What follows belongs to an exercise in optimizing a design on an open flow for small area and a short achievable clock period; a production flow would make more cautious choices. Where RTL was checked, it was by simulation tests only, not by an equivalence proof against the original.

==> job 7804: inputs <==
==> flow/design.v (excerpt) <==
module layer_blend #(
    parameter logic [23:0] BG_RGB    = 24'h000000,
    parameter logic        SYNC_IDLE = 1'b1
) (
    input  logic        clk,
    input  logic        rst,
    input  logic [31:0] color_rgba_top,
    input  logic [31:0] color_rgba_mid,
    input  logic [31:0] color_rgba_bot,
    input  logic        bright_in,
    input  logic        hsync_in,
    input  logic        vsync_in,
    output logic [23:0] rgb_out,
    output logic        bright_out,
    output logic        hsync_out,
    output logic        vsync_out
);
clock: 8.0 ns
lec_check: 0
cap_margin: 20
core_margin: 2
core_utilization: 60
cts_buf_list: sky130_fd_sc_hd__clkbuf_8
cts_cluster_diameter: 60
cts_cluster_size: 20
setup_slack_margin: 4.0
slew_margin: 20
standard.sh (not shown) runs the stock make flow with config.mk's settings and CLKGATE_MAP_FILE= SYNTH_SCRIPT=/design/flow/synth_recipe.tcl, a recipe that flattens the netlist after the stock synthesis.
==> flow/flow/run.sh <==
#!/bin/bash
set -euo pipefail
extra=()
if [[ -f flow/make.args ]]; then
  while IFS= read -r line; do [[ -n "$line" ]] && extra+=("$line"); done < flow/make.args
fi
bash standard.sh SYNTH_CANONICALIZE_TCL="$PWD/flow/leafmap.tcl" "${extra[@]}" finish > make.log 2>&1
==> flow/flow/leafmap.v <==
// Map the design's leaf modules one-to-one onto sky130hd cells.
module lb_fa (input wire a, input wire b, input wire c, output wire s, output wire co);
    sky130_fd_sc_hd__fa_1 _TECHMAP_REPLACE_ (.A(a), .B(b), .CIN(c), .SUM(s), .COUT(co));
endmodule

module lb_ha (input wire a, input wire b, output wire s, output wire co);
    sky130_fd_sc_hd__ha_1 _TECHMAP_REPLACE_ (.A(a), .B(b), .SUM(s), .COUT(co));
endmodule

module lb_han (input wire a, input wire b, output wire s, output wire co);
    sky130_fd_sc_hd__xnor2_1 x (.A(a), .B(b), .Y(s));
    sky130_fd_sc_hd__or2_1 o (.A(a), .B(b), .X(co));
endmodule

module lb_mx (input wire sn, input wire f, input wire s, input wire b, output wire y);
    sky130_fd_sc_hd__o22ai_1 _TECHMAP_REPLACE_ (.A1(sn), .A2(f), .B1(s), .B2(b), .Y(y));
endmodule

module lb_nd (input wire a, input wire b, output wire y);
    sky130_fd_sc_hd__nand2_1 _TECHMAP_REPLACE_ (.A(a), .B(b), .Y(y));
endmodule

module lb_a21oi (input wire a1, input wire a2, input wire b1, output wire y);
    sky130_fd_sc_hd__a21oi_1 _TECHMAP_REPLACE_ (.A1(a1), .A2(a2), .B1(b1), .Y(y));
endmodule

module lb_o21ai (input wire a1, input wire a2, input wire b1, output wire y);
    sky130_fd_sc_hd__o21ai_0 _TECHMAP_REPLACE_ (.A1(a1), .A2(a2), .B1(b1), .Y(y));
endmodule

module lb_nand2 (input wire a, input wire b, output wire y);
    sky130_fd_sc_hd__nand2_1 _TECHMAP_REPLACE_ (.A(a), .B(b), .Y(y));
endmodule

module lb_nor2 (input wire a, input wire b, output wire y);
    sky130_fd_sc_hd__nor2_1 _TECHMAP_REPLACE_ (.A(a), .B(b), .Y(y));
endmodule

module lb_inv (input wire a, output wire y);
    sky130_fd_sc_hd__inv_1 _TECHMAP_REPLACE_ (.A(a), .Y(y));
endmodule

module lb_xor2 (input wire a, input wire b, output wire y);
    sky130_fd_sc_hd__xor2_1 _TECHMAP_REPLACE_ (.A(a), .B(b), .X(y));
endmodule

module lb_xnor2 (input wire a, input wire b, output wire y);
    sky130_fd_sc_hd__xnor2_1 _TECHMAP_REPLACE_ (.A(a), .B(b), .Y(y));
endmodule

module lb_maj (input wire a, input wire b, input wire c, output wire y);
    sky130_fd_sc_hd__maj3_1 _TECHMAP_REPLACE_ (.A(a), .B(b), .C(c), .X(y));
endmodule

module lb_and2 (input wire a, input wire b, output wire y);
    sky130_fd_sc_hd__and2_1 _TECHMAP_REPLACE_ (.A(a), .B(b), .X(y));
endmodule

module lb_or2 (input wire a, input wire b, output wire y);
    sky130_fd_sc_hd__or2_1 _TECHMAP_REPLACE_ (.A(a), .B(b), .X(y));
endmodule
Other scripts of this flow, unchanged in this note and not shown: flow/flow/leafmap.tcl, flow/flow/make.args
==> inputs of job 5155, as changes to job 7804 <==
--- a/flow/design.v
+++ b/flow/design.v
@@ -14,22 +14,20 @@
     output logic        bright_out,
     output logic        hsync_out,
     output logic        vsync_out
 );
     logic [23:0] s1_hx_n_r, s1_hy_n_r;    
     logic [14:0] s1_k_n_r;
     logic [23:0] mid_rgb_n_r;             
     logic [7:0]  mid_a_r;
-    logic [7:0]  mid_a_n_r;               
     logic [31:0] top_d1_r;
     logic [23:0] s2_hx_r, s2_hy_r;        
     logic [14:0] s2_k_r;
     logic [31:0] top_d2_r;
-    logic [7:0]  top_a_n_d2_r;            
     logic [23:0] s3_hx_n_r, s3_hy_n_r;    
     logic [14:0] s3_k_n_r;
     logic [1:0]  bright_sr_r;
     logic [1:0]  hsync_sr_r;
     logic [1:0]  vsync_sr_r;
     logic [23:0] hx1_n, hy1_n, hx2, hy2, hx3_n, hy3_n;
     logic [14:0] k1_n, k2, k3_n;       
     logic [23:0] c1_n, c2;
@@ -1445,36 +1443,34 @@
                 lb_rows_and_n u_b1 (.f(color_rgba_bot[8*ch+15:8*ch+8]), .a(color_rgba_bot[7:0]),
                                .hx(hx1_n[8*ch+7:8*ch]), .hy(hy1_n[8*ch+7:8*ch]), .k(k1_n[5*ch+4:5*ch]));
             end else begin : g_colour
                 lb_rows_mux_n u_b1 (.f(color_rgba_bot[8*ch+15:8*ch+8]), .b(BG_RGB[8*ch+7:8*ch]),
                                .a(color_rgba_bot[7:0]), .an(~color_rgba_bot[7:0]),
                                .hx(hx1_n[8*ch+7:8*ch]), .hy(hy1_n[8*ch+7:8*ch]), .k(k1_n[5*ch+4:5*ch]));
             end
             lb_rows_mux_p u_b2 (.f(mid_rgb_n_r[8*ch+7:8*ch]), .b(c1_n[8*ch+7:8*ch]),
-                           .a(mid_a_r), .an(mid_a_n_r),
+                           .a(mid_a_r), .an(~mid_a_r),
                            .hx(hx2[8*ch+7:8*ch]), .hy(hy2[8*ch+7:8*ch]), .k(k2[5*ch+4:5*ch]));
             lb_rows_mux_n u_b3 (.f(top_d2_r[8*ch+15:8*ch+8]), .b(c2[8*ch+7:8*ch]),
-                           .a(top_d2_r[7:0]), .an(top_a_n_d2_r),
+                           .a(top_d2_r[7:0]), .an(~top_d2_r[7:0]),
                            .hx(hx3_n[8*ch+7:8*ch]), .hy(hy3_n[8*ch+7:8*ch]), .k(k3_n[5*ch+4:5*ch]));
         end
     endgenerate
     always_ff @(posedge clk) begin
         s1_hx_n_r   <= hx1_n;
         s1_hy_n_r   <= hy1_n;
         s1_k_n_r    <= k1_n;
         mid_rgb_n_r <= ~color_rgba_mid[31:8];
         mid_a_r     <= color_rgba_mid[7:0];
-        mid_a_n_r   <= ~color_rgba_mid[7:0];
         top_d1_r    <= color_rgba_top;
         s2_hx_r     <= hx2;
         s2_hy_r     <= hy2;
         s2_k_r      <= k2;
         top_d2_r    <= top_d1_r;
-        top_a_n_d2_r <= ~top_d1_r[7:0];
     end
     always_ff @(posedge clk) begin
         s3_hx_n_r <= hx3_n;
         s3_hy_n_r <= hy3_n;
         s3_k_n_r  <= k3_n;
     end
     assign rgb_out = bright_out ? rgb_s : 24'h000000;
     always_ff @(posedge clk) begin
@@ -1720,27 +1716,55 @@
     wire w91, w92;
     lb_fa u_w91 (.a(w47), .b(w66), .c(w67), .s(w91), .co(w92));
     wire w93, w94;
     lb_fa u_w93 (.a(w48), .b(w69), .c(w68), .s(w93), .co(w94));
     wire w95, w96;
     lb_fa u_w95 (.a(w50), .b(w71), .c(w70), .s(w95), .co(w96));
     wire w97, w98;
     lb_fa u_w97 (.a(pp6_7), .b(pp7_6), .c(w72), .s(w97), .co(w98));
-    wire [8:0] cy;
-    assign cy[0] = 1'b0;
-    assign cy[1] = (~pp0_0 & ~pp7_0) | ((~pp0_0 | ~pp7_0) & cy[0]);
-    assign cy[2] = (~w73 & ~pp7_1) | ((~w73 | ~pp7_1) & cy[1]);
-    assign cy[3] = (~w74 & ~w75) | ((~w74 | ~w75) & cy[2]);
-    assign cy[4] = (~w76 & ~w77) | ((~w76 | ~w77) & cy[3]);
-    assign cy[5] = (~w78 & ~w79) | ((~w78 | ~w79) & cy[4]);
-    assign cy[6] = (~w80 & ~w81) | ((~w80 | ~w81) & cy[5]);
-    assign cy[7] = (~w82 & ~w83) | ((~w82 | ~w83) & cy[6]);
-    assign cy[8] = (~w84 & ~w85) | ((~w84 | ~w85) & cy[7]);
-    assign k = {w82, w83, ~cy[6], w84, w85};
+    wire lc1;
+    lb_nand2 u_lc1 (.a(w73), .b(pp7_1), .y(lc1));
+    wire lc2;
+    lb_nand2 u_lc2 (.a(w74), .b(w75), .y(lc2));
+    wire lc3;
+    lb_nand2 u_lc3 (.a(w76), .b(w77), .y(lc3));
+    wire lc4;
+    lb_nand2 u_lc4 (.a(w78), .b(w79), .y(lc4));
+    wire lc5;
+    lb_nand2 u_lc5 (.a(w80), .b(w81), .y(lc5));
+    wire lc6;
+    lb_nor2 u_lc6 (.a(w73), .b(pp7_1), .y(lc6));
+    wire lc7;
+    lb_nor2 u_lc7 (.a(w74), .b(w75), .y(lc7));
+    wire lc8;
+    lb_nor2 u_lc8 (.a(w76), .b(w77), .y(lc8));
+    wire lc9;
+    lb_nor2 u_lc9 (.a(w78), .b(w79), .y(lc9));
+    wire lc10;
+    lb_nor2 u_lc10 (.a(w80), .b(w81), .y(lc10));
+    wire lc11;
+    lb_nor2 u_lc11 (.a(pp0_0), .b(pp7_0), .y(lc11));
+    wire lc12;
+    lb_o21ai u_lc12 (.a1(lc6), .a2(lc11), .b1(lc1), .y(lc12));
+    wire lc13;
+    lb_inv u_lc13 (.a(lc2), .y(lc13));
+    wire lc14;
+    lb_inv u_lc14 (.a(lc7), .y(lc14));
+    wire lc15;
+    lb_a21oi u_lc15 (.a1(lc14), .a2(lc12), .b1(lc13), .y(lc15));
+    wire lc16;
+    lb_o21ai u_lc16 (.a1(lc8), .a2(lc15), .b1(lc3), .y(lc16));
+    wire lc17;
+    lb_o21ai u_lc17 (.a1(lc10), .a2(lc4), .b1(lc5), .y(lc17));
+    wire lc18;
+    lb_nor2 u_lc18 (.a(lc10), .b(lc9), .y(lc18));
+    wire lc19;
+    lb_a21o u_lc19 (.a1(lc18), .a2(lc16), .b1(lc17), .y(lc19));
+    assign k = {w82, w83, lc19, w84, w85};
     assign hx = {1'b1, w98, w96, w94, w92, w90, w88, w86};
     assign hy = {1'b1, pp7_7, w97, w95, w93, w91, w89, w87};
 endmodule
 module lb_rows_mux_p (
     input wire [7:0] f, input wire [7:0] b, input wire [7:0] a, input wire [7:0] an,
     output wire [7:0] hx, output wire [7:0] hy, output wire [4:0] k
 );
     wire pp0_0;
@@ -1964,27 +1988,55 @@
     wire w91, w92;
     lb_fa u_w91 (.a(w47), .b(w66), .c(w67), .s(w91), .co(w92));
     wire w93, w94;
     lb_fa u_w93 (.a(w48), .b(w69), .c(w68), .s(w93), .co(w94));
     wire w95, w96;
     lb_fa u_w95 (.a(w50), .b(w71), .c(w70), .s(w95), .co(w96));
     wire w97, w98;
     lb_fa u_w97 (.a(pp6_7), .b(pp7_6), .c(w72), .s(w97), .co(w98));
-    wire [8:0] cy;
-    assign cy[0] = 1'b0;
-    assign cy[1] = (pp0_0 & pp7_0) | ((pp0_0 | pp7_0) & cy[0]);
-    assign cy[2] = (w73 & pp7_1) | ((w73 | pp7_1) & cy[1]);
-    assign cy[3] = (w74 & w75) | ((w74 | w75) & cy[2]);
-    assign cy[4] = (w76 & w77) | ((w76 | w77) & cy[3]);
-    assign cy[5] = (w78 & w79) | ((w78 | w79) & cy[4]);
-    assign cy[6] = (w80 & w81) | ((w80 | w81) & cy[5]);
-    assign cy[7] = (w82 & w83) | ((w82 | w83) & cy[6]);
-    assign cy[8] = (w84 & w85) | ((w84 | w85) & cy[7]);
-    assign k = {w82, w83, cy[6], w84, w85};
+    wire lc1;
+    lb_nand2 u_lc1 (.a(w73), .b(pp7_1), .y(lc1));
+    wire lc2;
+    lb_nand2 u_lc2 (.a(w74), .b(w75), .y(lc2));
+    wire lc3;
+    lb_nand2 u_lc3 (.a(w76), .b(w77), .y(lc3));
+    wire lc4;
+    lb_nand2 u_lc4 (.a(w78), .b(w79), .y(lc4));
+    wire lc5;
+    lb_nand2 u_lc5 (.a(w80), .b(w81), .y(lc5));
+    wire lc6;
+    lb_nor2 u_lc6 (.a(w73), .b(pp7_1), .y(lc6));
+    wire lc7;
+    lb_nor2 u_lc7 (.a(w74), .b(w75), .y(lc7));
+    wire lc8;
+    lb_nor2 u_lc8 (.a(w76), .b(w77), .y(lc8));
+    wire lc9;
+    lb_nor2 u_lc9 (.a(w78), .b(w79), .y(lc9));
+    wire lc10;
+    lb_nor2 u_lc10 (.a(w80), .b(w81), .y(lc10));
+    wire lc11;
+    lb_nand2 u_lc11 (.a(pp0_0), .b(pp7_0), .y(lc11));
+    wire lc12;
+    lb_o21ai u_lc12 (.a1(lc6), .a2(lc11), .b1(lc1), .y(lc12));
+    wire lc13;
+    lb_inv u_lc13 (.a(lc2), .y(lc13));
+    wire lc14;
+    lb_inv u_lc14 (.a(lc7), .y(lc14));
+    wire lc15;
+    lb_a21oi u_lc15 (.a1(lc14), .a2(lc12), .b1(lc13), .y(lc15));
+    wire lc16;
+    lb_o21ai u_lc16 (.a1(lc8), .a2(lc15), .b1(lc3), .y(lc16));
+    wire lc17;
+    lb_o21ai u_lc17 (.a1(lc10), .a2(lc4), .b1(lc5), .y(lc17));
+    wire lc18;
+    lb_nor2 u_lc18 (.a(lc10), .b(lc9), .y(lc18));
+    wire lc19;
+    lb_a21o u_lc19 (.a1(lc18), .a2(lc16), .b1(lc17), .y(lc19));
+    assign k = {w82, w83, lc19, w84, w85};
     assign hx = {1'b0, w98, w96, w94, w92, w90, w88, w86};
     assign hy = {1'b0, pp7_7, w97, w95, w93, w91, w89, w87};
 endmodule
 module lb_rows_mux_n (
     input wire [7:0] f, input wire [7:0] b, input wire [7:0] a, input wire [7:0] an,
     output wire [7:0] hx, output wire [7:0] hy, output wire [4:0] k
 );
     wire pp0_0;
@@ -2208,27 +2260,55 @@
     wire w91, w92;
     lb_fa u_w91 (.a(w47), .b(w66), .c(w67), .s(w91), .co(w92));
     wire w93, w94;
     lb_fa u_w93 (.a(w48), .b(w69), .c(w68), .s(w93), .co(w94));
     wire w95, w96;
     lb_fa u_w95 (.a(w50), .b(w71), .c(w70), .s(w95), .co(w96));
     wire w97, w98;
     lb_fa u_w97 (.a(pp6_7), .b(pp7_6), .c(w72), .s(w97), .co(w98));
-    wire [8:0] cy;
-    assign cy[0] = 1'b0;
-    assign cy[1] = (~pp0_0 & ~pp7_0) | ((~pp0_0 | ~pp7_0) & cy[0]);
-    assign cy[2] = (~w73 & ~pp7_1) | ((~w73 | ~pp7_1) & cy[1]);
-    assign cy[3] = (~w74 & ~w75) | ((~w74 | ~w75) & cy[2]);
-    assign cy[4] = (~w76 & ~w77) | ((~w76 | ~w77) & cy[3]);
-    assign cy[5] = (~w78 & ~w79) | ((~w78 | ~w79) & cy[4]);
-    assign cy[6] = (~w80 & ~w81) | ((~w80 | ~w81) & cy[5]);
-    assign cy[7] = (~w82 & ~w83) | ((~w82 | ~w83) & cy[6]);
-    assign cy[8] = (~w84 & ~w85) | ((~w84 | ~w85) & cy[7]);
-    assign k = {w82, w83, ~cy[6], w84, w85};
+    wire lc1;
+    lb_nand2 u_lc1 (.a(w73), .b(pp7_1), .y(lc1));
+    wire lc2;
+    lb_nand2 u_lc2 (.a(w74), .b(w75), .y(lc2));
+    wire lc3;
+    lb_nand2 u_lc3 (.a(w76), .b(w77), .y(lc3));
+    wire lc4;
+    lb_nand2 u_lc4 (.a(w78), .b(w79), .y(lc4));
+    wire lc5;
+    lb_nand2 u_lc5 (.a(w80), .b(w81), .y(lc5));
+    wire lc6;
+    lb_nor2 u_lc6 (.a(w73), .b(pp7_1), .y(lc6));
+    wire lc7;
+    lb_nor2 u_lc7 (.a(w74), .b(w75), .y(lc7));
+    wire lc8;
+    lb_nor2 u_lc8 (.a(w76), .b(w77), .y(lc8));
+    wire lc9;
+    lb_nor2 u_lc9 (.a(w78), .b(w79), .y(lc9));
+    wire lc10;
+    lb_nor2 u_lc10 (.a(w80), .b(w81), .y(lc10));
+    wire lc11;
+    lb_nor2 u_lc11 (.a(pp0_0), .b(pp7_0), .y(lc11));
+    wire lc12;
+    lb_o21ai u_lc12 (.a1(lc6), .a2(lc11), .b1(lc1), .y(lc12));
+    wire lc13;
+    lb_inv u_lc13 (.a(lc2), .y(lc13));
+    wire lc14;
+    lb_inv u_lc14 (.a(lc7), .y(lc14));
+    wire lc15;
+    lb_a21oi u_lc15 (.a1(lc14), .a2(lc12), .b1(lc13), .y(lc15));
+    wire lc16;
+    lb_o21ai u_lc16 (.a1(lc8), .a2(lc15), .b1(lc3), .y(lc16));
+    wire lc17;
+    lb_o21ai u_lc17 (.a1(lc10), .a2(lc4), .b1(lc5), .y(lc17));
+    wire lc18;
+    lb_nor2 u_lc18 (.a(lc10), .b(lc9), .y(lc18));
+    wire lc19;
+    lb_a21o u_lc19 (.a1(lc18), .a2(lc16), .b1(lc17), .y(lc19));
+    assign k = {w82, w83, lc19, w84, w85};
     assign hx = {1'b1, w98, w96, w94, w92, w90, w88, w86};
     assign hy = {1'b1, pp7_7, w97, w95, w93, w91, w89, w87};
 endmodule
 module lb_fa (input wire a, input wire b, input wire c, output wire s, output wire co);
     assign s  = a ^ b ^ c;
     assign co = (a & b) | (a & c) | (b & c);
 endmodule
 module lb_ha (input wire a, input wire b, output wire s, output wire co);
@@ -2237,16 +2317,19 @@
 endmodule
 module lb_han (input wire a, input wire b, output wire s, output wire co);
     assign s  = ~(a ^ b);
     assign co = a | b;
 endmodule
 module lb_mx (input wire sn, input wire f, input wire s, input wire b, output wire y);
     assign y = ~((sn | f) & (s | b));
 endmodule
+module lb_a21o (input wire a1, input wire a2, input wire b1, output wire y);
+    assign y = (a1 & a2) | b1;
+endmodule
 module lb_and2 (input wire a, input wire b, output wire y);
     assign y = a & b;
 endmodule
 module lb_or2 (input wire a, input wire b, output wire y);
     assign y = a | b;
 endmodule
 module lb_maj (input wire a, input wire b, input wire c, output wire y);
     assign y = (a & b) | (a & c) | (b & c);
--- a/flow/flow/leafmap.v
+++ b/flow/flow/leafmap.v
@@ -54,8 +54,12 @@
 
 module lb_and2 (input wire a, input wire b, output wire y);
     sky130_fd_sc_hd__and2_1 _TECHMAP_REPLACE_ (.A(a), .B(b), .X(y));
 endmodule
 
 module lb_or2 (input wire a, input wire b, output wire y);
     sky130_fd_sc_hd__or2_1 _TECHMAP_REPLACE_ (.A(a), .B(b), .X(y));
 endmodule
+
+module lb_a21o (input wire a1, input wire a2, input wire b1, output wire y);
+    sky130_fd_sc_hd__a21o_1 _TECHMAP_REPLACE_ (.A1(a1), .A2(a2), .B1(b1), .X(y));
+endmodule
Settings changed: SETUP_SLACK_MARGIN 4.0 to 4.2.
==> comparison table <==
quantity	job 7804	job 5155
DR vias	17,891	18,301
Least-Margin Pin Slew	1170 ps	1060 ps
Mapped Nets	2,666	2,753
CP Data Required Time	8500 ps	6400 ps
Area fraction in compound gates after synthesis	17.9%	17.0%
Number of gates resized after cts	32	52
Post-CTS Setup Inserts	2	4
Effective utilization at floorplan	61.2%	61.0%
FF-to-FF setup slack	4130 ps	4310 ps
Worst slew margin relative to its limit	21.8%	29.5%
Status	timing/DRC/antenna clean	timing/DRC/antenna clean
Iteration-0 DRC Markers	1,704	1,777
WL/cell	19.8 um	18.8 um
Post-synthesis to final-layout area growth	10.8%	13.7%
Only the layout flow was run in job 7804; the RTL was not checked for function there.

afterwards: timing with drivers on the ports:
In the flow no input, the clock included, has a driving cell. The finished layouts below were timed again as built, in two steps.
Step 1 (the two cells are an assumption about what drives the block):
set clk [get_ports {clk}]
set_driving_cell -lib_cell sky130_fd_sc_hd__clkbuf_16 $clk
set_driving_cell -lib_cell sky130_fd_sc_hd__buf_2 [delete_from_list [all_inputs] $clk]
Step 2 times the ports against the registers' clock, not the clock port: input delays grow and output delays shrink by t, the midpoint of the rising clock arrivals with the driver on.
Three values: ideal, step 1, step 2; two values: the first two.
run	t (ns)	setup slack, ns	worst setup path at the end	worst slew at a driven data input, ns
job 7804	0.655	4.130 / 4.127 / 3.701	input to register	0.06
job 5155	0.664	4.218 / 4.165 / 3.805	input to register	0.06
After both steps every run listed still meets setup and hold. The setup slack of job 7804, which loses most, moves by -0.003 ns with the drivers and by -0.429 ns with both steps.
